This design comes from an exercise in tuning for small area on the open sky130 flow, not from production work.
The RTL was checked by simulation tests, not by an equivalence proof against the original design.
Power is estimated from default activity; no workload was simulated.

## flow/design.v (module list and top-level ports; edited modules follow where they fit)
// module draw_pixelgen_px: 2678 lines
// module pg_fa: 4 lines
// module pg_ha: 4 lines
// module pg_hai: 4 lines
module draw_pixelgen_px #(
  parameter  int unsigned LANES = 2,
  parameter  int unsigned CW    = 8,
  localparam int unsigned PW    = 4 * CW,
  localparam int unsigned DW    = LANES * PW
) (
  input  logic          CLK,
  input  logic          RST_X,
  input  logic          INIT,
  input  logic          START,
  input  logic [15:0]   REG_COUNT,
  input  logic          REG_PATMODE,
  input  logic [PW-1:0] REG_FCOLOR,
  input  logic          REG_ST_ON,
  input  logic [3:0]    REG_SCOLOR_MASK,
  input  logic [PW-1:0] REG_SCOLOR_L,
  input  logic [PW-1:0] REG_SCOLOR_H,
  input  logic          REG_BLEND_ON,
  input  logic [2:0]    REG_SEL_A,
  input  logic [2:0]    REG_SEL_B,
  input  logic [2:0]    REG_SEL_C,
  input  logic [2:0]    REG_SEL_D,
  input  logic [2:0]    REG_SEL_E,
  input  logic [CW-1:0] REG_SRCCA,
  input  logic [PW-1:0] REG_COEF0,
  input  logic [PW-1:0] REG_COEF1,
  input  logic [DW-1:0] SRC_DATA,
  input  logic [DW-1:0] DST_DATA,
  input  logic          SRC_EMPTY,
  input  logic          DST_EMPTY,
  input  logic          WR_AFULL,
  output logic          SRC_RD,
  output logic          DST_RD,
  output logic          WR_WR,
  output logic [DW-1:0] PIXEL_DATA,
  output logic          BUSY,
  output logic          DONE,
  output logic [1:0]    ERROR
);
  // ...
==> flow/flow/run.sh <==
#!/bin/bash
export BUFFER_PORTS_ARGS="-buffer_cell sky130_fd_sc_hd__buf_1"
bash standard.sh > standard.log 2>&1
==> flow/standard.sh <==
#!/bin/bash
# synth_recipe.tcl (not shown) runs the flow's synth.tcl, then flattens the netlist and writes it again
# the make line also repeats each setting of config.mk as NAME=value (left out here)
make -C /OpenROAD-flow-scripts/flow DESIGN_CONFIG=/design/flow/config.mk WORK_HOME=/design/flow/orfs CLKGATE_MAP_FILE= SYNTH_SCRIPT=/design/flow/synth_recipe.tcl "${@:-finish}"
==> flow/config.mk <==
export PLATFORM = sky130hd
export DESIGN_NAME = draw_pixelgen_px
export DESIGN_NICKNAME = draw_pixelgen_px
export VERILOG_FILES = /design/flow/design.v
export SDC_FILE = /design/flow/constraint.sdc
export NUM_CORES = 4
export LEC_CHECK = 0
export CAP_MARGIN = 20
export CELL_PAD_IN_SITES_DETAIL_PLACEMENT = 1
export CELL_PAD_IN_SITES_GLOBAL_PLACEMENT = 2
export CORE_MARGIN = 2
export CORE_UTILIZATION = 38
export GPL_TIMING_DRIVEN = 0
export SETUP_SLACK_MARGIN = 0.15
export SLEW_MARGIN = 20
export SYNTH_HIERARCHICAL = 1
==> flow/constraint.sdc <==
create_clock -name core_clock -period 9.0 [get_ports {CLK}]
set_input_delay 1.8000 -clock core_clock [delete_from_list [all_inputs] [get_ports {CLK}]]
set_output_delay 1.8000 -clock core_clock [all_outputs]
set_load 0.01 [all_outputs]
==> results.yml, run 1 <==
drt:
  wl_met1_um: 92690
  ant_nets: 0
  drt_wl_total_um: 227300
  wl_per_cell_um: 34.53
run_status:
  status: "complete, no violations"
yosys:
  synth_area_um2: 41610
  synth.top_cell.area_share_pct: 39.64
  avgSynthCellArea_um2: 9.042
  async_reset_ff_share_pct: 3.590
  synthXorXnorAreaFrac_pct: 1.242
  synth_top_family_by_area: "adder cells"
  synth-seq-cells: 195
critical_path:
  path_delay_family: "adder cells"
  regToRegEndpoint: "pix_q[23]"
clock_tree:
  clockBufferDepth: 2
  hold_buffers: 0
final_layout:
  drive_gt1_share_pct: 11.28
  postLayoutCellArea_um2: 47500
  buffers: 719
  syn_to_final_growth_pct: 14.15
  final_nets: 6487
  seq_cells: 195
  nonClockInverterCount: 68
  final-clk-cell-share_pct: 1.322
pwr:
  total_power_mw: 9.650
  pwr-share-clk_pct: 9.2
  switching_share_pct: 48.69
  powerComb_mw: 7.38
  pwr-share-seq_pct: 14.3
  power_frac_comb_pct: 76.5
global_routing:
  grt_use_met3_pct: 13.84
  use_met1_pct: 52.52
  gr-usage-all-layers_pct: 40.27
timing:
  fin_setup_tns_ps: 0
  slew_viol_final: 0
run:
  maxCapViolations: 0
floorplan:
  initial_core_util_pct: 38.28
==> inputs of run 2 (changes only) <==
--- a/flow/design.v
+++ b/flow/design.v
@@ -81,22 +81,19 @@
       end else begin
         BUSY <= !drained;
         DONE <= drained;
       end
     end
   end
   logic [DW-1:0] pix_c;
   logic [DW-1:0] pix_q;
-  logic [7:0]    ovf_c, ovf_q;
   always_ff @(posedge CLK) begin
     pix_q      <= pix_c;
-    ovf_q      <= ovf_c;
-    for (int k = 0; k < 8; k++)
-      PIXEL_DATA[8*k +: 8] <= pix_q[8*k +: 8] | {8{ovf_q[k]}};
+    PIXEL_DATA <= pix_q;
   end
   logic oA_s, oA_d, oA_ca, oA_sa, oA_da, oA_c0, oA_c1;
   logic oB_s, oB_d, oB_ca, oB_sa, oB_da, oB_c0, oB_c1;
   logic oC_s, oC_d, oC_ca, oC_sa, oC_da, oC_c0, oC_c1;
   logic oD_s, oD_d, oD_ca, oD_sa, oD_da, oD_c0, oD_c1;
   logic oE_s, oE_d, oE_ca, oE_sa, oE_da, oE_c0, oE_c1;
   logic pm;
   logic oA_s_n, oA_d_n, oA_ca_n, oA_sa_n, oA_da_n, oA_c0_n, oA_c1_n;
@@ -216,37 +213,21 @@
   logic [7:0] kE2;
   assign kE2 = ({8{oE_ca}} & REG_SRCCA) | ({8{oE_c0}} & REG_COEF0[23:16]) | ({8{oE_c1}} & REG_COEF1[23:16]);
   logic [7:0] kE3;
   assign kE3 = ({8{oE_ca}} & REG_SRCCA) | ({8{oE_c0}} & REG_COEF0[31:24]) | ({8{oE_c1}} & REG_COEF1[31:24]);
   logic [31:0] s0, d0;
   logic t0;
   assign s0 = pm ? REG_FCOLOR : SRC_DATA[63:32];
   assign d0 = DST_DATA[63:32];
-  logic [7:0] s0c0, l0c0, h0c0;
-  assign s0c0 = s0[7:0];
-  assign l0c0 = REG_SCOLOR_L[7:0];
-  assign h0c0 = REG_SCOLOR_H[7:0];
-  logic [7:0] s0c1, l0c1, h0c1;
-  assign s0c1 = s0[15:8];
-  assign l0c1 = REG_SCOLOR_L[15:8];
-  assign h0c1 = REG_SCOLOR_H[15:8];
-  logic [7:0] s0c2, l0c2, h0c2;
-  assign s0c2 = s0[23:16];
-  assign l0c2 = REG_SCOLOR_L[23:16];
-  assign h0c2 = REG_SCOLOR_H[23:16];
-  logic [7:0] s0c3, l0c3, h0c3;
-  assign s0c3 = s0[31:24];
-  assign l0c3 = REG_SCOLOR_L[31:24];
-  assign h0c3 = REG_SCOLOR_H[31:24];
   assign t0 = REG_ST_ON &&
-      (!REG_SCOLOR_MASK[0] || (((s0c0[7] & ~l0c0[7]) | ((s0c0[7] | ~l0c0[7]) & ((s0c0[6] & ~l0c0[6]) | ((s0c0[6] | ~l0c0[6]) & ((s0c0[5] & ~l0c0[5]) | ((s0c0[5] | ~l0c0[5]) & ((s0c0[4] & ~l0c0[4]) | ((s0c0[4] | ~l0c0[4]) & ((s0c0[3] & ~l0c0[3]) | ((s0c0[3] | ~l0c0[3]) & ((s0c0[2] & ~l0c0[2]) | ((s0c0[2] | ~l0c0[2]) & ((s0c0[1] & ~l0c0[1]) | ((s0c0[1] | ~l0c0[1]) & (s0c0[0] | ~l0c0[0]))))))))))))))) && ((h0c0[7] & ~s0c0[7]) | ((h0c0[7] | ~s0c0[7]) & ((h0c0[6] & ~s0c0[6]) | ((h0c0[6] | ~s0c0[6]) & ((h0c0[5] & ~s0c0[5]) | ((h0c0[5] | ~s0c0[5]) & ((h0c0[4] & ~s0c0[4]) | ((h0c0[4] | ~s0c0[4]) & ((h0c0[3] & ~s0c0[3]) | ((h0c0[3] | ~s0c0[3]) & ((h0c0[2] & ~s0c0[2]) | ((h0c0[2] | ~s0c0[2]) & ((h0c0[1] & ~s0c0[1]) | ((h0c0[1] | ~s0c0[1]) & (h0c0[0] | ~s0c0[0]))))))))))))))))) &&
-      (!REG_SCOLOR_MASK[1] || (((s0c1[7] & ~l0c1[7]) | ((s0c1[7] | ~l0c1[7]) & ((s0c1[6] & ~l0c1[6]) | ((s0c1[6] | ~l0c1[6]) & ((s0c1[5] & ~l0c1[5]) | ((s0c1[5] | ~l0c1[5]) & ((s0c1[4] & ~l0c1[4]) | ((s0c1[4] | ~l0c1[4]) & ((s0c1[3] & ~l0c1[3]) | ((s0c1[3] | ~l0c1[3]) & ((s0c1[2] & ~l0c1[2]) | ((s0c1[2] | ~l0c1[2]) & ((s0c1[1] & ~l0c1[1]) | ((s0c1[1] | ~l0c1[1]) & (s0c1[0] | ~l0c1[0]))))))))))))))) && ((h0c1[7] & ~s0c1[7]) | ((h0c1[7] | ~s0c1[7]) & ((h0c1[6] & ~s0c1[6]) | ((h0c1[6] | ~s0c1[6]) & ((h0c1[5] & ~s0c1[5]) | ((h0c1[5] | ~s0c1[5]) & ((h0c1[4] & ~s0c1[4]) | ((h0c1[4] | ~s0c1[4]) & ((h0c1[3] & ~s0c1[3]) | ((h0c1[3] | ~s0c1[3]) & ((h0c1[2] & ~s0c1[2]) | ((h0c1[2] | ~s0c1[2]) & ((h0c1[1] & ~s0c1[1]) | ((h0c1[1] | ~s0c1[1]) & (h0c1[0] | ~s0c1[0]))))))))))))))))) &&
-      (!REG_SCOLOR_MASK[2] || (((s0c2[7] & ~l0c2[7]) | ((s0c2[7] | ~l0c2[7]) & ((s0c2[6] & ~l0c2[6]) | ((s0c2[6] | ~l0c2[6]) & ((s0c2[5] & ~l0c2[5]) | ((s0c2[5] | ~l0c2[5]) & ((s0c2[4] & ~l0c2[4]) | ((s0c2[4] | ~l0c2[4]) & ((s0c2[3] & ~l0c2[3]) | ((s0c2[3] | ~l0c2[3]) & ((s0c2[2] & ~l0c2[2]) | ((s0c2[2] | ~l0c2[2]) & ((s0c2[1] & ~l0c2[1]) | ((s0c2[1] | ~l0c2[1]) & (s0c2[0] | ~l0c2[0]))))))))))))))) && ((h0c2[7] & ~s0c2[7]) | ((h0c2[7] | ~s0c2[7]) & ((h0c2[6] & ~s0c2[6]) | ((h0c2[6] | ~s0c2[6]) & ((h0c2[5] & ~s0c2[5]) | ((h0c2[5] | ~s0c2[5]) & ((h0c2[4] & ~s0c2[4]) | ((h0c2[4] | ~s0c2[4]) & ((h0c2[3] & ~s0c2[3]) | ((h0c2[3] | ~s0c2[3]) & ((h0c2[2] & ~s0c2[2]) | ((h0c2[2] | ~s0c2[2]) & ((h0c2[1] & ~s0c2[1]) | ((h0c2[1] | ~s0c2[1]) & (h0c2[0] | ~s0c2[0]))))))))))))))))) &&
-      (!REG_SCOLOR_MASK[3] || (((s0c3[7] & ~l0c3[7]) | ((s0c3[7] | ~l0c3[7]) & ((s0c3[6] & ~l0c3[6]) | ((s0c3[6] | ~l0c3[6]) & ((s0c3[5] & ~l0c3[5]) | ((s0c3[5] | ~l0c3[5]) & ((s0c3[4] & ~l0c3[4]) | ((s0c3[4] | ~l0c3[4]) & ((s0c3[3] & ~l0c3[3]) | ((s0c3[3] | ~l0c3[3]) & ((s0c3[2] & ~l0c3[2]) | ((s0c3[2] | ~l0c3[2]) & ((s0c3[1] & ~l0c3[1]) | ((s0c3[1] | ~l0c3[1]) & (s0c3[0] | ~l0c3[0]))))))))))))))) && ((h0c3[7] & ~s0c3[7]) | ((h0c3[7] | ~s0c3[7]) & ((h0c3[6] & ~s0c3[6]) | ((h0c3[6] | ~s0c3[6]) & ((h0c3[5] & ~s0c3[5]) | ((h0c3[5] | ~s0c3[5]) & ((h0c3[4] & ~s0c3[4]) | ((h0c3[4] | ~s0c3[4]) & ((h0c3[3] & ~s0c3[3]) | ((h0c3[3] | ~s0c3[3]) & ((h0c3[2] & ~s0c3[2]) | ((h0c3[2] | ~s0c3[2]) & ((h0c3[1] & ~s0c3[1]) | ((h0c3[1] | ~s0c3[1]) & (h0c3[0] | ~s0c3[0])))))))))))))))));
+      (!REG_SCOLOR_MASK[0] || ((s0[7:0] >= REG_SCOLOR_L[7:0]) && (s0[7:0] <= REG_SCOLOR_H[7:0]))) &&
+      (!REG_SCOLOR_MASK[1] || ((s0[15:8] >= REG_SCOLOR_L[15:8]) && (s0[15:8] <= REG_SCOLOR_H[15:8]))) &&
+      (!REG_SCOLOR_MASK[2] || ((s0[23:16] >= REG_SCOLOR_L[23:16]) && (s0[23:16] <= REG_SCOLOR_H[23:16]))) &&
+      (!REG_SCOLOR_MASK[3] || ((s0[31:24] >= REG_SCOLOR_L[31:24]) && (s0[31:24] <= REG_SCOLOR_H[31:24])));
   logic [7:0] l0c0A;
   assign l0c0A = ({8{oA_s}} & s0[7:0]) | ({8{oA_d}} & d0[7:0]) | ({8{oA_sa}} & s0[31:24]) | ({8{oA_da}} & d0[31:24]) | kA0;
   logic [7:0] l0c0B;
   assign l0c0B = ({8{oB_s}} & s0[7:0]) | ({8{oB_d}} & d0[7:0]) | ({8{oB_sa}} & s0[31:24]) | ({8{oB_da}} & d0[31:24]) | kB0;
   logic [7:0] l0c0C;
   assign l0c0C = ({8{oC_s}} & s0[7:0]) | ({8{oC_d}} & d0[7:0]) | ({8{oC_sa}} & s0[31:24]) | ({8{oC_da}} & d0[31:24]) | kC0;
   logic [7:0] l0c0D;
   assign l0c0D = ({8{oD_s}} & s0[7:0]) | ({8{oD_d}} & d0[7:0]) | ({8{oD_sa}} & s0[31:24]) | ({8{oD_da}} & d0[31:24]) | kD0;
@@ -536,18 +517,17 @@
   pg_fa u_l0c0_s345 (.a(l0c0_c316), .b(l0c0_s317), .c(l0c0_s289), .s(l0c0_s345), .co(l0c0_c346));
   pg_fa u_l0c0_s347 (.a(l0c0_c318), .b(l0c0_s319), .c(l0c0E[6]), .s(l0c0_s347), .co(l0c0_c348));
   pg_fa u_l0c0_s349 (.a(l0c0_c320), .b(l0c0_c292), .c(l0c0E[7]), .s(l0c0_s349), .co(l0c0_c350));
   logic [17:0] l0c0r0, l0c0r1, l0c0sum;
   assign l0c0r0 = {1'b0, l0c0_c350, l0c0_c348, l0c0_c346, l0c0_c344, l0c0_c342, l0c0_c340, l0c0_c338, l0c0_c336, l0c0_c334, l0c0_c332, l0c0_c330, l0c0_c328, l0c0_c326, l0c0_c324, l0c0_c322, l0c0_s321, l0c0_p1};
   assign l0c0r1 = {1'b0, 1'b0, l0c0_s349, l0c0_s347, l0c0_s345, l0c0_s343, l0c0_s341, l0c0_s339, l0c0_s337, l0c0_s335, l0c0_s333, l0c0_s331, l0c0_s329, l0c0_s327, l0c0_s325, l0c0_s323, l0c0_p73, l0c0_p65};
   assign l0c0sum = l0c0r0 + l0c0r1;
   assign l0c0h = l0c0sum[17:8];
-  assign pix_c[39:32] = t0 ? d0[7:0] : l0c0h[7:0];
-  assign ovf_c[4] = !t0 && (|l0c0h[9:8]);
+  assign pix_c[39:32] = t0 ? d0[7:0] : (l0c0h[7:0] | {8{|l0c0h[9:8]}});
   logic [7:0] l0c1A;
   assign l0c1A = ({8{oA_s}} & s0[15:8]) | ({8{oA_d}} & d0[15:8]) | ({8{oA_sa}} & s0[31:24]) | ({8{oA_da}} & d0[31:24]) | kA1;
   logic [7:0] l0c1B;
   assign l0c1B = ({8{oB_s}} & s0[15:8]) | ({8{oB_d}} & d0[15:8]) | ({8{oB_sa}} & s0[31:24]) | ({8{oB_da}} & d0[31:24]) | kB1;
   logic [7:0] l0c1C;
   assign l0c1C = ({8{oC_s}} & s0[15:8]) | ({8{oC_d}} & d0[15:8]) | ({8{oC_sa}} & s0[31:24]) | ({8{oC_da}} & d0[31:24]) | kC1;
   logic [7:0] l0c1D;
   assign l0c1D = ({8{oD_s}} & s0[15:8]) | ({8{oD_d}} & d0[15:8]) | ({8{oD_sa}} & s0[31:24]) | ({8{oD_da}} & d0[31:24]) | kD1;
@@ -837,18 +817,17 @@
   pg_fa u_l0c1_s345 (.a(l0c1_c316), .b(l0c1_s317), .c(l0c1_s289), .s(l0c1_s345), .co(l0c1_c346));
   pg_fa u_l0c1_s347 (.a(l0c1_c318), .b(l0c1_s319), .c(l0c1E[6]), .s(l0c1_s347), .co(l0c1_c348));
   pg_fa u_l0c1_s349 (.a(l0c1_c320), .b(l0c1_c292), .c(l0c1E[7]), .s(l0c1_s349), .co(l0c1_c350));
   logic [17:0] l0c1r0, l0c1r1, l0c1sum;
   assign l0c1r0 = {1'b0, l0c1_c350, l0c1_c348, l0c1_c346, l0c1_c344, l0c1_c342, l0c1_c340, l0c1_c338, l0c1_c336, l0c1_c334, l0c1_c332, l0c1_c330, l0c1_c328, l0c1_c326, l0c1_c324, l0c1_c322, l0c1_s321, l0c1_p1};
   assign l0c1r1 = {1'b0, 1'b0, l0c1_s349, l0c1_s347, l0c1_s345, l0c1_s343, l0c1_s341, l0c1_s339, l0c1_s337, l0c1_s335, l0c1_s333, l0c1_s331, l0c1_s329, l0c1_s327, l0c1_s325, l0c1_s323, l0c1_p73, l0c1_p65};
   assign l0c1sum = l0c1r0 + l0c1r1;
   assign l0c1h = l0c1sum[17:8];
-  assign pix_c[47:40] = t0 ? d0[15:8] : l0c1h[7:0];
-  assign ovf_c[5] = !t0 && (|l0c1h[9:8]);
+  assign pix_c[47:40] = t0 ? d0[15:8] : (l0c1h[7:0] | {8{|l0c1h[9:8]}});
   logic [7:0] l0c2A;
   assign l0c2A = ({8{oA_s}} & s0[23:16]) | ({8{oA_d}} & d0[23:16]) | ({8{oA_sa}} & s0[31:24]) | ({8{oA_da}} & d0[31:24]) | kA2;
   logic [7:0] l0c2B;
   assign l0c2B = ({8{oB_s}} & s0[23:16]) | ({8{oB_d}} & d0[23:16]) | ({8{oB_sa}} & s0[31:24]) | ({8{oB_da}} & d0[31:24]) | kB2;
   logic [7:0] l0c2C;
   assign l0c2C = ({8{oC_s}} & s0[23:16]) | ({8{oC_d}} & d0[23:16]) | ({8{oC_sa}} & s0[31:24]) | ({8{oC_da}} & d0[31:24]) | kC2;
   logic [7:0] l0c2D;
   assign l0c2D = ({8{oD_s}} & s0[23:16]) | ({8{oD_d}} & d0[23:16]) | ({8{oD_sa}} & s0[31:24]) | ({8{oD_da}} & d0[31:24]) | kD2;
@@ -1138,18 +1117,17 @@
   pg_fa u_l0c2_s345 (.a(l0c2_c316), .b(l0c2_s317), .c(l0c2_s289), .s(l0c2_s345), .co(l0c2_c346));
   pg_fa u_l0c2_s347 (.a(l0c2_c318), .b(l0c2_s319), .c(l0c2E[6]), .s(l0c2_s347), .co(l0c2_c348));
   pg_fa u_l0c2_s349 (.a(l0c2_c320), .b(l0c2_c292), .c(l0c2E[7]), .s(l0c2_s349), .co(l0c2_c350));
   logic [17:0] l0c2r0, l0c2r1, l0c2sum;
   assign l0c2r0 = {1'b0, l0c2_c350, l0c2_c348, l0c2_c346, l0c2_c344, l0c2_c342, l0c2_c340, l0c2_c338, l0c2_c336, l0c2_c334, l0c2_c332, l0c2_c330, l0c2_c328, l0c2_c326, l0c2_c324, l0c2_c322, l0c2_s321, l0c2_p1};
   assign l0c2r1 = {1'b0, 1'b0, l0c2_s349, l0c2_s347, l0c2_s345, l0c2_s343, l0c2_s341, l0c2_s339, l0c2_s337, l0c2_s335, l0c2_s333, l0c2_s331, l0c2_s329, l0c2_s327, l0c2_s325, l0c2_s323, l0c2_p73, l0c2_p65};
   assign l0c2sum = l0c2r0 + l0c2r1;
   assign l0c2h = l0c2sum[17:8];
-  assign pix_c[55:48] = t0 ? d0[23:16] : l0c2h[7:0];
-  assign ovf_c[6] = !t0 && (|l0c2h[9:8]);
+  assign pix_c[55:48] = t0 ? d0[23:16] : (l0c2h[7:0] | {8{|l0c2h[9:8]}});
   logic [7:0] l0c3A;
   assign l0c3A = ({8{oA_s | oA_sa}} & s0[31:24]) | ({8{oA_d | oA_da}} & d0[31:24]) | kA3;
   logic [7:0] l0c3B;
   assign l0c3B = ({8{oB_s | oB_sa}} & s0[31:24]) | ({8{oB_d | oB_da}} & d0[31:24]) | kB3;
   logic [7:0] l0c3C;
   assign l0c3C = ({8{oC_s | oC_sa}} & s0[31:24]) | ({8{oC_d | oC_da}} & d0[31:24]) | kC3;
   logic [7:0] l0c3D;
   assign l0c3D = ({8{oD_s | oD_sa}} & s0[31:24]) | ({8{oD_d | oD_da}} & d0[31:24]) | kD3;
@@ -1439,43 +1417,26 @@
   pg_fa u_l0c3_s345 (.a(l0c3_c316), .b(l0c3_s317), .c(l0c3_s289), .s(l0c3_s345), .co(l0c3_c346));
   pg_fa u_l0c3_s347 (.a(l0c3_c318), .b(l0c3_s319), .c(l0c3E[6]), .s(l0c3_s347), .co(l0c3_c348));
   pg_fa u_l0c3_s349 (.a(l0c3_c320), .b(l0c3_c292), .c(l0c3E[7]), .s(l0c3_s349), .co(l0c3_c350));
   logic [17:0] l0c3r0, l0c3r1, l0c3sum;
   assign l0c3r0 = {1'b0, l0c3_c350, l0c3_c348, l0c3_c346, l0c3_c344, l0c3_c342, l0c3_c340, l0c3_c338, l0c3_c336, l0c3_c334, l0c3_c332, l0c3_c330, l0c3_c328, l0c3_c326, l0c3_c324, l0c3_c322, l0c3_s321, l0c3_p1};
   assign l0c3r1 = {1'b0, 1'b0, l0c3_s349, l0c3_s347, l0c3_s345, l0c3_s343, l0c3_s341, l0c3_s339, l0c3_s337, l0c3_s335, l0c3_s333, l0c3_s331, l0c3_s329, l0c3_s327, l0c3_s325, l0c3_s323, l0c3_p73, l0c3_p65};
   assign l0c3sum = l0c3r0 + l0c3r1;
   assign l0c3h = l0c3sum[17:8];
-  assign pix_c[63:56] = t0 ? d0[31:24] : l0c3h[7:0];
-  assign ovf_c[7] = !t0 && (|l0c3h[9:8]);
+  assign pix_c[63:56] = t0 ? d0[31:24] : (l0c3h[7:0] | {8{|l0c3h[9:8]}});
   logic [31:0] s1, d1;
   logic t1;
   assign s1 = pm ? REG_FCOLOR : SRC_DATA[31:0];
   assign d1 = DST_DATA[31:0];
-  logic [7:0] s1c0, l1c0, h1c0;
-  assign s1c0 = s1[7:0];
-  assign l1c0 = REG_SCOLOR_L[7:0];
-  assign h1c0 = REG_SCOLOR_H[7:0];
-  logic [7:0] s1c1, l1c1, h1c1;
-  assign s1c1 = s1[15:8];
-  assign l1c1 = REG_SCOLOR_L[15:8];
-  assign h1c1 = REG_SCOLOR_H[15:8];
-  logic [7:0] s1c2, l1c2, h1c2;
-  assign s1c2 = s1[23:16];
-  assign l1c2 = REG_SCOLOR_L[23:16];
-  assign h1c2 = REG_SCOLOR_H[23:16];
-  logic [7:0] s1c3, l1c3, h1c3;
-  assign s1c3 = s1[31:24];
-  assign l1c3 = REG_SCOLOR_L[31:24];
-  assign h1c3 = REG_SCOLOR_H[31:24];
   assign t1 = REG_ST_ON &&
-      (!REG_SCOLOR_MASK[0] || (((s1c0[7] & ~l1c0[7]) | ((s1c0[7] | ~l1c0[7]) & ((s1c0[6] & ~l1c0[6]) | ((s1c0[6] | ~l1c0[6]) & ((s1c0[5] & ~l1c0[5]) | ((s1c0[5] | ~l1c0[5]) & ((s1c0[4] & ~l1c0[4]) | ((s1c0[4] | ~l1c0[4]) & ((s1c0[3] & ~l1c0[3]) | ((s1c0[3] | ~l1c0[3]) & ((s1c0[2] & ~l1c0[2]) | ((s1c0[2] | ~l1c0[2]) & ((s1c0[1] & ~l1c0[1]) | ((s1c0[1] | ~l1c0[1]) & (s1c0[0] | ~l1c0[0]))))))))))))))) && ((h1c0[7] & ~s1c0[7]) | ((h1c0[7] | ~s1c0[7]) & ((h1c0[6] & ~s1c0[6]) | ((h1c0[6] | ~s1c0[6]) & ((h1c0[5] & ~s1c0[5]) | ((h1c0[5] | ~s1c0[5]) & ((h1c0[4] & ~s1c0[4]) | ((h1c0[4] | ~s1c0[4]) & ((h1c0[3] & ~s1c0[3]) | ((h1c0[3] | ~s1c0[3]) & ((h1c0[2] & ~s1c0[2]) | ((h1c0[2] | ~s1c0[2]) & ((h1c0[1] & ~s1c0[1]) | ((h1c0[1] | ~s1c0[1]) & (h1c0[0] | ~s1c0[0]))))))))))))))))) &&
-      (!REG_SCOLOR_MASK[1] || (((s1c1[7] & ~l1c1[7]) | ((s1c1[7] | ~l1c1[7]) & ((s1c1[6] & ~l1c1[6]) | ((s1c1[6] | ~l1c1[6]) & ((s1c1[5] & ~l1c1[5]) | ((s1c1[5] | ~l1c1[5]) & ((s1c1[4] & ~l1c1[4]) | ((s1c1[4] | ~l1c1[4]) & ((s1c1[3] & ~l1c1[3]) | ((s1c1[3] | ~l1c1[3]) & ((s1c1[2] & ~l1c1[2]) | ((s1c1[2] | ~l1c1[2]) & ((s1c1[1] & ~l1c1[1]) | ((s1c1[1] | ~l1c1[1]) & (s1c1[0] | ~l1c1[0]))))))))))))))) && ((h1c1[7] & ~s1c1[7]) | ((h1c1[7] | ~s1c1[7]) & ((h1c1[6] & ~s1c1[6]) | ((h1c1[6] | ~s1c1[6]) & ((h1c1[5] & ~s1c1[5]) | ((h1c1[5] | ~s1c1[5]) & ((h1c1[4] & ~s1c1[4]) | ((h1c1[4] | ~s1c1[4]) & ((h1c1[3] & ~s1c1[3]) | ((h1c1[3] | ~s1c1[3]) & ((h1c1[2] & ~s1c1[2]) | ((h1c1[2] | ~s1c1[2]) & ((h1c1[1] & ~s1c1[1]) | ((h1c1[1] | ~s1c1[1]) & (h1c1[0] | ~s1c1[0]))))))))))))))))) &&
-      (!REG_SCOLOR_MASK[2] || (((s1c2[7] & ~l1c2[7]) | ((s1c2[7] | ~l1c2[7]) & ((s1c2[6] & ~l1c2[6]) | ((s1c2[6] | ~l1c2[6]) & ((s1c2[5] & ~l1c2[5]) | ((s1c2[5] | ~l1c2[5]) & ((s1c2[4] & ~l1c2[4]) | ((s1c2[4] | ~l1c2[4]) & ((s1c2[3] & ~l1c2[3]) | ((s1c2[3] | ~l1c2[3]) & ((s1c2[2] & ~l1c2[2]) | ((s1c2[2] | ~l1c2[2]) & ((s1c2[1] & ~l1c2[1]) | ((s1c2[1] | ~l1c2[1]) & (s1c2[0] | ~l1c2[0]))))))))))))))) && ((h1c2[7] & ~s1c2[7]) | ((h1c2[7] | ~s1c2[7]) & ((h1c2[6] & ~s1c2[6]) | ((h1c2[6] | ~s1c2[6]) & ((h1c2[5] & ~s1c2[5]) | ((h1c2[5] | ~s1c2[5]) & ((h1c2[4] & ~s1c2[4]) | ((h1c2[4] | ~s1c2[4]) & ((h1c2[3] & ~s1c2[3]) | ((h1c2[3] | ~s1c2[3]) & ((h1c2[2] & ~s1c2[2]) | ((h1c2[2] | ~s1c2[2]) & ((h1c2[1] & ~s1c2[1]) | ((h1c2[1] | ~s1c2[1]) & (h1c2[0] | ~s1c2[0]))))))))))))))))) &&
-      (!REG_SCOLOR_MASK[3] || (((s1c3[7] & ~l1c3[7]) | ((s1c3[7] | ~l1c3[7]) & ((s1c3[6] & ~l1c3[6]) | ((s1c3[6] | ~l1c3[6]) & ((s1c3[5] & ~l1c3[5]) | ((s1c3[5] | ~l1c3[5]) & ((s1c3[4] & ~l1c3[4]) | ((s1c3[4] | ~l1c3[4]) & ((s1c3[3] & ~l1c3[3]) | ((s1c3[3] | ~l1c3[3]) & ((s1c3[2] & ~l1c3[2]) | ((s1c3[2] | ~l1c3[2]) & ((s1c3[1] & ~l1c3[1]) | ((s1c3[1] | ~l1c3[1]) & (s1c3[0] | ~l1c3[0]))))))))))))))) && ((h1c3[7] & ~s1c3[7]) | ((h1c3[7] | ~s1c3[7]) & ((h1c3[6] & ~s1c3[6]) | ((h1c3[6] | ~s1c3[6]) & ((h1c3[5] & ~s1c3[5]) | ((h1c3[5] | ~s1c3[5]) & ((h1c3[4] & ~s1c3[4]) | ((h1c3[4] | ~s1c3[4]) & ((h1c3[3] & ~s1c3[3]) | ((h1c3[3] | ~s1c3[3]) & ((h1c3[2] & ~s1c3[2]) | ((h1c3[2] | ~s1c3[2]) & ((h1c3[1] & ~s1c3[1]) | ((h1c3[1] | ~s1c3[1]) & (h1c3[0] | ~s1c3[0])))))))))))))))));
+      (!REG_SCOLOR_MASK[0] || ((s1[7:0] >= REG_SCOLOR_L[7:0]) && (s1[7:0] <= REG_SCOLOR_H[7:0]))) &&
+      (!REG_SCOLOR_MASK[1] || ((s1[15:8] >= REG_SCOLOR_L[15:8]) && (s1[15:8] <= REG_SCOLOR_H[15:8]))) &&
+      (!REG_SCOLOR_MASK[2] || ((s1[23:16] >= REG_SCOLOR_L[23:16]) && (s1[23:16] <= REG_SCOLOR_H[23:16]))) &&
+      (!REG_SCOLOR_MASK[3] || ((s1[31:24] >= REG_SCOLOR_L[31:24]) && (s1[31:24] <= REG_SCOLOR_H[31:24])));
   logic [7:0] l1c0A;
   assign l1c0A = ({8{oA_s}} & s1[7:0]) | ({8{oA_d}} & d1[7:0]) | ({8{oA_sa}} & s1[31:24]) | ({8{oA_da}} & d1[31:24]) | kA0;
   logic [7:0] l1c0B;
   assign l1c0B = ({8{oB_s}} & s1[7:0]) | ({8{oB_d}} & d1[7:0]) | ({8{oB_sa}} & s1[31:24]) | ({8{oB_da}} & d1[31:24]) | kB0;
   logic [7:0] l1c0C;
   assign l1c0C = ({8{oC_s}} & s1[7:0]) | ({8{oC_d}} & d1[7:0]) | ({8{oC_sa}} & s1[31:24]) | ({8{oC_da}} & d1[31:24]) | kC0;
   logic [7:0] l1c0D;
   assign l1c0D = ({8{oD_s}} & s1[7:0]) | ({8{oD_d}} & d1[7:0]) | ({8{oD_sa}} & s1[31:24]) | ({8{oD_da}} & d1[31:24]) | kD0;
@@ -1765,18 +1726,17 @@
   pg_fa u_l1c0_s345 (.a(l1c0_c316), .b(l1c0_s317), .c(l1c0_s289), .s(l1c0_s345), .co(l1c0_c346));
   pg_fa u_l1c0_s347 (.a(l1c0_c318), .b(l1c0_s319), .c(l1c0E[6]), .s(l1c0_s347), .co(l1c0_c348));
   pg_fa u_l1c0_s349 (.a(l1c0_c320), .b(l1c0_c292), .c(l1c0E[7]), .s(l1c0_s349), .co(l1c0_c350));
   logic [17:0] l1c0r0, l1c0r1, l1c0sum;
   assign l1c0r0 = {1'b0, l1c0_c350, l1c0_c348, l1c0_c346, l1c0_c344, l1c0_c342, l1c0_c340, l1c0_c338, l1c0_c336, l1c0_c334, l1c0_c332, l1c0_c330, l1c0_c328, l1c0_c326, l1c0_c324, l1c0_c322, l1c0_s321, l1c0_p1};
   assign l1c0r1 = {1'b0, 1'b0, l1c0_s349, l1c0_s347, l1c0_s345, l1c0_s343, l1c0_s341, l1c0_s339, l1c0_s337, l1c0_s335, l1c0_s333, l1c0_s331, l1c0_s329, l1c0_s327, l1c0_s325, l1c0_s323, l1c0_p73, l1c0_p65};
   assign l1c0sum = l1c0r0 + l1c0r1;
   assign l1c0h = l1c0sum[17:8];
-  assign pix_c[7:0] = t1 ? d1[7:0] : l1c0h[7:0];
-  assign ovf_c[0] = !t1 && (|l1c0h[9:8]);
+  assign pix_c[7:0] = t1 ? d1[7:0] : (l1c0h[7:0] | {8{|l1c0h[9:8]}});
   logic [7:0] l1c1A;
   assign l1c1A = ({8{oA_s}} & s1[15:8]) | ({8{oA_d}} & d1[15:8]) | ({8{oA_sa}} & s1[31:24]) | ({8{oA_da}} & d1[31:24]) | kA1;
   logic [7:0] l1c1B;
   assign l1c1B = ({8{oB_s}} & s1[15:8]) | ({8{oB_d}} & d1[15:8]) | ({8{oB_sa}} & s1[31:24]) | ({8{oB_da}} & d1[31:24]) | kB1;
   logic [7:0] l1c1C;
   assign l1c1C = ({8{oC_s}} & s1[15:8]) | ({8{oC_d}} & d1[15:8]) | ({8{oC_sa}} & s1[31:24]) | ({8{oC_da}} & d1[31:24]) | kC1;
   logic [7:0] l1c1D;
   assign l1c1D = ({8{oD_s}} & s1[15:8]) | ({8{oD_d}} & d1[15:8]) | ({8{oD_sa}} & s1[31:24]) | ({8{oD_da}} & d1[31:24]) | kD1;
@@ -2066,18 +2026,17 @@
   pg_fa u_l1c1_s345 (.a(l1c1_c316), .b(l1c1_s317), .c(l1c1_s289), .s(l1c1_s345), .co(l1c1_c346));
   pg_fa u_l1c1_s347 (.a(l1c1_c318), .b(l1c1_s319), .c(l1c1E[6]), .s(l1c1_s347), .co(l1c1_c348));
   pg_fa u_l1c1_s349 (.a(l1c1_c320), .b(l1c1_c292), .c(l1c1E[7]), .s(l1c1_s349), .co(l1c1_c350));
   logic [17:0] l1c1r0, l1c1r1, l1c1sum;
   assign l1c1r0 = {1'b0, l1c1_c350, l1c1_c348, l1c1_c346, l1c1_c344, l1c1_c342, l1c1_c340, l1c1_c338, l1c1_c336, l1c1_c334, l1c1_c332, l1c1_c330, l1c1_c328, l1c1_c326, l1c1_c324, l1c1_c322, l1c1_s321, l1c1_p1};
   assign l1c1r1 = {1'b0, 1'b0, l1c1_s349, l1c1_s347, l1c1_s345, l1c1_s343, l1c1_s341, l1c1_s339, l1c1_s337, l1c1_s335, l1c1_s333, l1c1_s331, l1c1_s329, l1c1_s327, l1c1_s325, l1c1_s323, l1c1_p73, l1c1_p65};
   assign l1c1sum = l1c1r0 + l1c1r1;
   assign l1c1h = l1c1sum[17:8];
-  assign pix_c[15:8] = t1 ? d1[15:8] : l1c1h[7:0];
-  assign ovf_c[1] = !t1 && (|l1c1h[9:8]);
+  assign pix_c[15:8] = t1 ? d1[15:8] : (l1c1h[7:0] | {8{|l1c1h[9:8]}});
   logic [7:0] l1c2A;
   assign l1c2A = ({8{oA_s}} & s1[23:16]) | ({8{oA_d}} & d1[23:16]) | ({8{oA_sa}} & s1[31:24]) | ({8{oA_da}} & d1[31:24]) | kA2;
   logic [7:0] l1c2B;
   assign l1c2B = ({8{oB_s}} & s1[23:16]) | ({8{oB_d}} & d1[23:16]) | ({8{oB_sa}} & s1[31:24]) | ({8{oB_da}} & d1[31:24]) | kB2;
   logic [7:0] l1c2C;
   assign l1c2C = ({8{oC_s}} & s1[23:16]) | ({8{oC_d}} & d1[23:16]) | ({8{oC_sa}} & s1[31:24]) | ({8{oC_da}} & d1[31:24]) | kC2;
   logic [7:0] l1c2D;
   assign l1c2D = ({8{oD_s}} & s1[23:16]) | ({8{oD_d}} & d1[23:16]) | ({8{oD_sa}} & s1[31:24]) | ({8{oD_da}} & d1[31:24]) | kD2;
@@ -2367,18 +2326,17 @@
   pg_fa u_l1c2_s345 (.a(l1c2_c316), .b(l1c2_s317), .c(l1c2_s289), .s(l1c2_s345), .co(l1c2_c346));
   pg_fa u_l1c2_s347 (.a(l1c2_c318), .b(l1c2_s319), .c(l1c2E[6]), .s(l1c2_s347), .co(l1c2_c348));
   pg_fa u_l1c2_s349 (.a(l1c2_c320), .b(l1c2_c292), .c(l1c2E[7]), .s(l1c2_s349), .co(l1c2_c350));
   logic [17:0] l1c2r0, l1c2r1, l1c2sum;
   assign l1c2r0 = {1'b0, l1c2_c350, l1c2_c348, l1c2_c346, l1c2_c344, l1c2_c342, l1c2_c340, l1c2_c338, l1c2_c336, l1c2_c334, l1c2_c332, l1c2_c330, l1c2_c328, l1c2_c326, l1c2_c324, l1c2_c322, l1c2_s321, l1c2_p1};
   assign l1c2r1 = {1'b0, 1'b0, l1c2_s349, l1c2_s347, l1c2_s345, l1c2_s343, l1c2_s341, l1c2_s339, l1c2_s337, l1c2_s335, l1c2_s333, l1c2_s331, l1c2_s329, l1c2_s327, l1c2_s325, l1c2_s323, l1c2_p73, l1c2_p65};
   assign l1c2sum = l1c2r0 + l1c2r1;
   assign l1c2h = l1c2sum[17:8];
-  assign pix_c[23:16] = t1 ? d1[23:16] : l1c2h[7:0];
-  assign ovf_c[2] = !t1 && (|l1c2h[9:8]);
+  assign pix_c[23:16] = t1 ? d1[23:16] : (l1c2h[7:0] | {8{|l1c2h[9:8]}});
   logic [7:0] l1c3A;
   assign l1c3A = ({8{oA_s | oA_sa}} & s1[31:24]) | ({8{oA_d | oA_da}} & d1[31:24]) | kA3;
   logic [7:0] l1c3B;
   assign l1c3B = ({8{oB_s | oB_sa}} & s1[31:24]) | ({8{oB_d | oB_da}} & d1[31:24]) | kB3;
   logic [7:0] l1c3C;
   assign l1c3C = ({8{oC_s | oC_sa}} & s1[31:24]) | ({8{oC_d | oC_da}} & d1[31:24]) | kC3;
   logic [7:0] l1c3D;
   assign l1c3D = ({8{oD_s | oD_sa}} & s1[31:24]) | ({8{oD_d | oD_da}} & d1[31:24]) | kD3;
@@ -2668,18 +2626,17 @@
   pg_fa u_l1c3_s345 (.a(l1c3_c316), .b(l1c3_s317), .c(l1c3_s289), .s(l1c3_s345), .co(l1c3_c346));
   pg_fa u_l1c3_s347 (.a(l1c3_c318), .b(l1c3_s319), .c(l1c3E[6]), .s(l1c3_s347), .co(l1c3_c348));
   pg_fa u_l1c3_s349 (.a(l1c3_c320), .b(l1c3_c292), .c(l1c3E[7]), .s(l1c3_s349), .co(l1c3_c350));
   logic [17:0] l1c3r0, l1c3r1, l1c3sum;
   assign l1c3r0 = {1'b0, l1c3_c350, l1c3_c348, l1c3_c346, l1c3_c344, l1c3_c342, l1c3_c340, l1c3_c338, l1c3_c336, l1c3_c334, l1c3_c332, l1c3_c330, l1c3_c328, l1c3_c326, l1c3_c324, l1c3_c322, l1c3_s321, l1c3_p1};
   assign l1c3r1 = {1'b0, 1'b0, l1c3_s349, l1c3_s347, l1c3_s345, l1c3_s343, l1c3_s341, l1c3_s339, l1c3_s337, l1c3_s335, l1c3_s333, l1c3_s331, l1c3_s329, l1c3_s327, l1c3_s325, l1c3_s323, l1c3_p73, l1c3_p65};
   assign l1c3sum = l1c3r0 + l1c3r1;
   assign l1c3h = l1c3sum[17:8];
-  assign pix_c[31:24] = t1 ? d1[31:24] : l1c3h[7:0];
-  assign ovf_c[3] = !t1 && (|l1c3h[9:8]);
+  assign pix_c[31:24] = t1 ? d1[31:24] : (l1c3h[7:0] | {8{|l1c3h[9:8]}});
 endmodule
 module pg_fa (input logic a, b, c, output logic s, co);
   assign s  = a ^ b ^ c;
   assign co = (a & b) | (a & c) | (b & c);
 endmodule
 module pg_ha (input logic a, b, output logic s, co);
   assign s  = a ^ b;
   assign co = a & b;
==> flow/config.mk (replaced) <==
export PLATFORM = sky130hd
export DESIGN_NAME = draw_pixelgen_px
export DESIGN_NICKNAME = draw_pixelgen_px
export VERILOG_FILES = /design/flow/design.v
export SDC_FILE = /design/flow/constraint.sdc
export NUM_CORES = 4
export LEC_CHECK = 0
export CAP_MARGIN = 20
export CELL_PAD_IN_SITES_DETAIL_PLACEMENT = 1
export CELL_PAD_IN_SITES_GLOBAL_PLACEMENT = 2
export CORE_MARGIN = 2
export CORE_UTILIZATION = 60
export SLEW_MARGIN = 20
export SYNTH_HIERARCHICAL = 1
==> results.yml, run 2 <==
yosys:
  synth.largest_area_cell: "fa_1"
  synth_area_um2: 41530
  synth_warnings: 7
  yosysSeqAreaShare_pct: 9.484
  synth_nets: 6117
  synth_area_leaders: "fa_1 (40%), nor2_1 (10%), ha_1 (9.4%)"
  yosysMostFrequentCell: "nor2_1"
  async_reset_ff_share_pct: 3.743
  ys.flop_type: "dfxtp_1"
  synth.distinct_cells: 94
  synth-edff-count: 16
  avgSynthCellArea_um2: 8.952
  synth.top_cell.area_share_pct: 39.72
  synth_cells: 4639
  netlist_top_cells_count: "nor2_1 (1146), fa_1 (824), nand2_1 (318), ha_1 (313), a21oi_1 (263)"
  synth-seq-cells: 187
floorplan:
  dieHeight_um: 267.1
  initial_core_util_pct: 60.55
  row_count: 96
  die_x_um: 267.1
run_status:
  stop_error: "[ERROR GPL-0301] Utilization 105.220 % exceeds 100%."
  status: "aborted with a tool error"
  stop_stage: "global placement without I/O"
run 2: cell count changes after synthesis, sizes merged, moves of 35 or more:
cell  change
o22a     +35
or2      -62
ha      +128
a21o     +36
mux2     -89
inv      +86
run 2: logic make-up after synthesis:
family | Yosys count | synth area share (%)
multiplexers | 13 | 0.3766
AO/OA/AOI/OAI | 991 | 17.36
adder cells (fa/ha/maj) | 1137 | 49.15
XOR/XNOR | 55 | 1.160
flip-flops | 187 | 9.484
AND/OR/NAND/NOR | 1892 | 19.16
buffers and inverters | 364 | 3.317
run 2: Yosys stat by module, one instance, submodules excluded:
module	flip-flops and latches	times used	cells
pg_ha	0	64	1
pg_fa	0	824	1
draw_pixelgen_px	187	1	3751
==> inputs of run 3 (changes only) <==
==> flow/run.sh (new file) <==
#!/bin/bash
# synth_recipe.tcl (not shown) runs the flow's synth.tcl, then flattens the netlist and writes it again
# the make line also repeats each setting of config.mk as NAME=value (left out here)
make -C /OpenROAD-flow-scripts/flow DESIGN_CONFIG=/design/flow/config.mk WORK_HOME=/design/flow/orfs CLKGATE_MAP_FILE= SYNTH_SCRIPT=/design/flow/synth_recipe.tcl finish
--- a/flow/config.mk
+++ b/flow/config.mk
@@ -10,5 +10,5 @@
 export CELL_PAD_IN_SITES_GLOBAL_PLACEMENT = 2
 export CORE_MARGIN = 2
-export CORE_UTILIZATION = 60
+export CORE_UTILIZATION = 35
 export SLEW_MARGIN = 20
 export SYNTH_HIERARCHICAL = 1
removed: flow/flow/run.sh
removed: flow/standard.sh
==> results.yml, run 3 <==
drt:
  wl_per_cell_um: 33.11
  ant_nets: 0
  dr.pass1.iters: 14
  via_per_inst: 6.100
  dr_wl_met3_um: 25080
  dr.max_layer_used: "met5"
  wl_met1_um: 95640
  num_vias: 42209
  drt_wl_total_um: 229100
  met2_length_um: 97650
  drtIter0Drc: 5709
  post-route-drc-count: 0
critical_path:
  ff2ff_path_depth: 20
  cp_num_buf_inv: 4
  start_kind: "input pin"
  critPathArrivalTime_ps: 9110
  end_kind: "register"
  regToRegEndpoint: "pix_q[1]"
  reg2reg_slack_ps: 1150
  worstPathMaxFanout: 4
  cp_slowest_cell: "a22oi_1"
  cp_common_cell: "fa_1"
  path_class: "input pin to register"
  path_delay_family: "adder cells"
  required_ps: 9470
  timing.rr.start: "pm"
  max_stage_delay_ps: 730
clock_tree:
  clock_sinks: 187
  cts_root_buf: "clkbuf_16"
  cts_tree: "built"
  htreeDepth: 4
  insertion_delay_ps: 590
  numCtsBuffers: 17
  clk_pin_slew_ps: 90
  hold_buffers: 0
  clockBufferDepth: 2
yosys:
  yosysSeqAreaShare_pct: 9.484
  synth_nets: 6117
  ys.flop_type: "dfxtp_1"
  synth.top_cell.area_share_pct: 39.72
  synth_area_leaders: "fa_1 (40%), nor2_1 (10%), ha_1 (9.4%)"
  synth_area_um2: 41530
  synth-edff-count: 16
  synth_warnings: 7
  yosysMostFrequentCell: "nor2_1"
  synth-seq-cells: 187
  avgSynthCellArea_um2: 8.952
  synth.distinct_cells: 94
  async_reset_ff_share_pct: 3.743
  netlist_top_cells_count: "nor2_1 (1146), fa_1 (824), nand2_1 (318), ha_1 (313), a21oi_1 (263)"
  synth.largest_area_cell: "fa_1"
  synth_cells: 4639
run:
  maxCapViolations: 0
timing:
  fin_setup_tns_ps: 0
  skew_ps: 33.43
  fin_crit_ps: 8644
  fmax_mhz: 115.7
  setup_viol: 0
  worstMarginPinSlew_ps: 1346
  slew_headroom_pct: 10.29
  slew_viol_final: 0
  fin_crit_sh_pct: 96.04
  whs_ps: 328.6
  hold_violations: 0
  rsz0062_at_grt: "no"
place:
  gp_congestion: 1.015
  port_buffers: 411
  dpl.hpwl_um: 191900
  placed_area_um2: 50600
pwr:
  powerDensity_nw_per_um2: 186.4
  p_leak_nw: 24.69
  total_power_mw: 9.559
  ir_worst_vdd_mv: 0.2106
final_layout:
  mostFrequentLayoutCells: "nor2_1 (1146), fa_1 (824), buf_4 (503)"
  largestRegisters: "PIXEL_DATA: 64 flops, pix_q: 64 flops, rem: 16 flops"
  final_nets: 6844
  fin_util_pct: 43.50
  postLayoutCellArea_um2: 51290
  syn_to_final_growth_pct: 23.51
  drive_gt1_share_pct: 11.54
  final_common_cell: "nor2_1"
floorplan:
  ios: 412
  core-area_um2: 117900
  initial_core_util_pct: 35.22
  die_area_um2: 121400
  row_count: 126
  die_x_um: 348.5
  dieHeight_um: 348.5
min_path:
  hold_end: "PIXEL_DATA[13]"
  hold_class: "register to register"
  min_from: "pix_q[13]"
  worstHoldPathCells: 0
global_routing:
  gr-usage-all-layers_pct: 37.86
  antenna_found_initial: 18
  grt-ovfl-total: 0
  grt_pass1_wl_um: 328700
  grt_start_max_net_pins: 51
  grt_pass1_vias: 44688
run_status:
  status: "complete, no violations"
## run 3: cell counts after synthesis
Identical to the previous run, type by type.
## run 3: what timing repair did
action,in CTS,in global routing
hold endpoints to repair,0,0
resized for setup,0,2
buffers inserted,0,0
setup endpoints to repair,0,14
## run 3: cell type report
class	count	area (µm²)
Clock buffer	17	425.4
Timing Repair Buffer	918	7949
Multi-Input combinational cell	4088	36240
Sequential cell	187	3955
Tap cell	1536	1922
Fill cell	13650	66630
Antenna cell	4	10.01
Inverter	154	578.1
Clock inverter	15	207.7
## run 3: per-layer routing
| layer | up-vias | GRT usage (%) |
|---|---|---|
| met5 | - | 0.4402 |
| met2 | 2241 | 56.23 |
| met4 | 28 | 15.02 |
| met1 | 21763 | 50.48 |
| li1 | 17718 | - |
| met3 | 459 | 12.85 |
## run 3: cells by family after synthesis
group	count (synthesis)	synth area share [%]
AO/OA/AOI/OAI	991	17.36
buffers and inverters	364	3.317
adder cells (fa/ha/maj)	1137	49.15
multiplexers	13	0.3766
AND/OR/NAND/NOR	1892	19.16
XOR/XNOR	55	1.160
flip-flops	187	9.484
## run 3: Yosys stat by module (local to each module, per instance)
module	copies in the design	cells	flops+latches	cell area [µm²]
draw_pixelgen_px	1	3751	187	24230
pg_fa	824	1	0	20.02
pg_ha	64	1	0	12.51
## run 3: power by group
group,total [mW],internal [mW],switching [mW]
clock network,0.909,0.385,0.525
logic,7.32,3.23,4.09
registers,1.33,1.21,0.120
total,9.56,4.82,4.73
## run 3: worst max path at each step
stage,from,end,slack (ps),cells after the start
2_1_floorplan,REG_FCOLOR[31],pix_q[18],1270,22
3_3_place_gp,SRC_DATA[62],pix_q[55],-100,25
3_5_place_dp,REG_SRCCA[6],pix_q[2],-140,20
4_1_cts,REG_SRCCA[6],pix_q[5],430,20
5_1_grt,SRC_DATA[62],pix_q[55],90,25
6_report,SRC_DATA[62],pix_q[55],360,25
## run 3: through the flow
stage / setup WS, ps / std cells
5_1_grt: 93.19 / 6916
3_5_place_dp: -140.5 / 6879
2_1_floorplan: 1273 / 4639
6_report: 356.4 / 6919
3_3_place_gp: -105.0 / 6878
4_1_cts: 434.8 / 6911

## what the ideal ports hide
No port has a modelled driver above. Below, the same layouts with a new extraction and two added sets of constraints. Step 1 assumes that a clkbuf_16 drives the clock port and a buf_2 every other input. Step 2 adds t to the input delays and takes it off the output delays; t is the mean of the earliest and latest rising clock arrival at the registers after step 1. Input paths then give back, and output paths get back, about the clock's delay inside the block. Three values: ideal ports, drivers, drivers and shift; two values: the first two.
| run | t, ns | setup slack, ns | worst setup path after step 2 | worst data-port slew with drivers (ns) |
|---|---|---|---|---|
| run 1 | 0.627 | 0.197 / 0.190 / -0.437 | input to register | 0.24 |
| run 3 | 0.643 | 0.356 / 0.403 / -0.240 | input to register | 0.20 |
Met with ideal ports but missed after step 2: setup timing in run 1 and run 3. The setup slack of run 1, which loses most, moves by -0.007 ns with the drivers and by -0.634 ns with both steps.
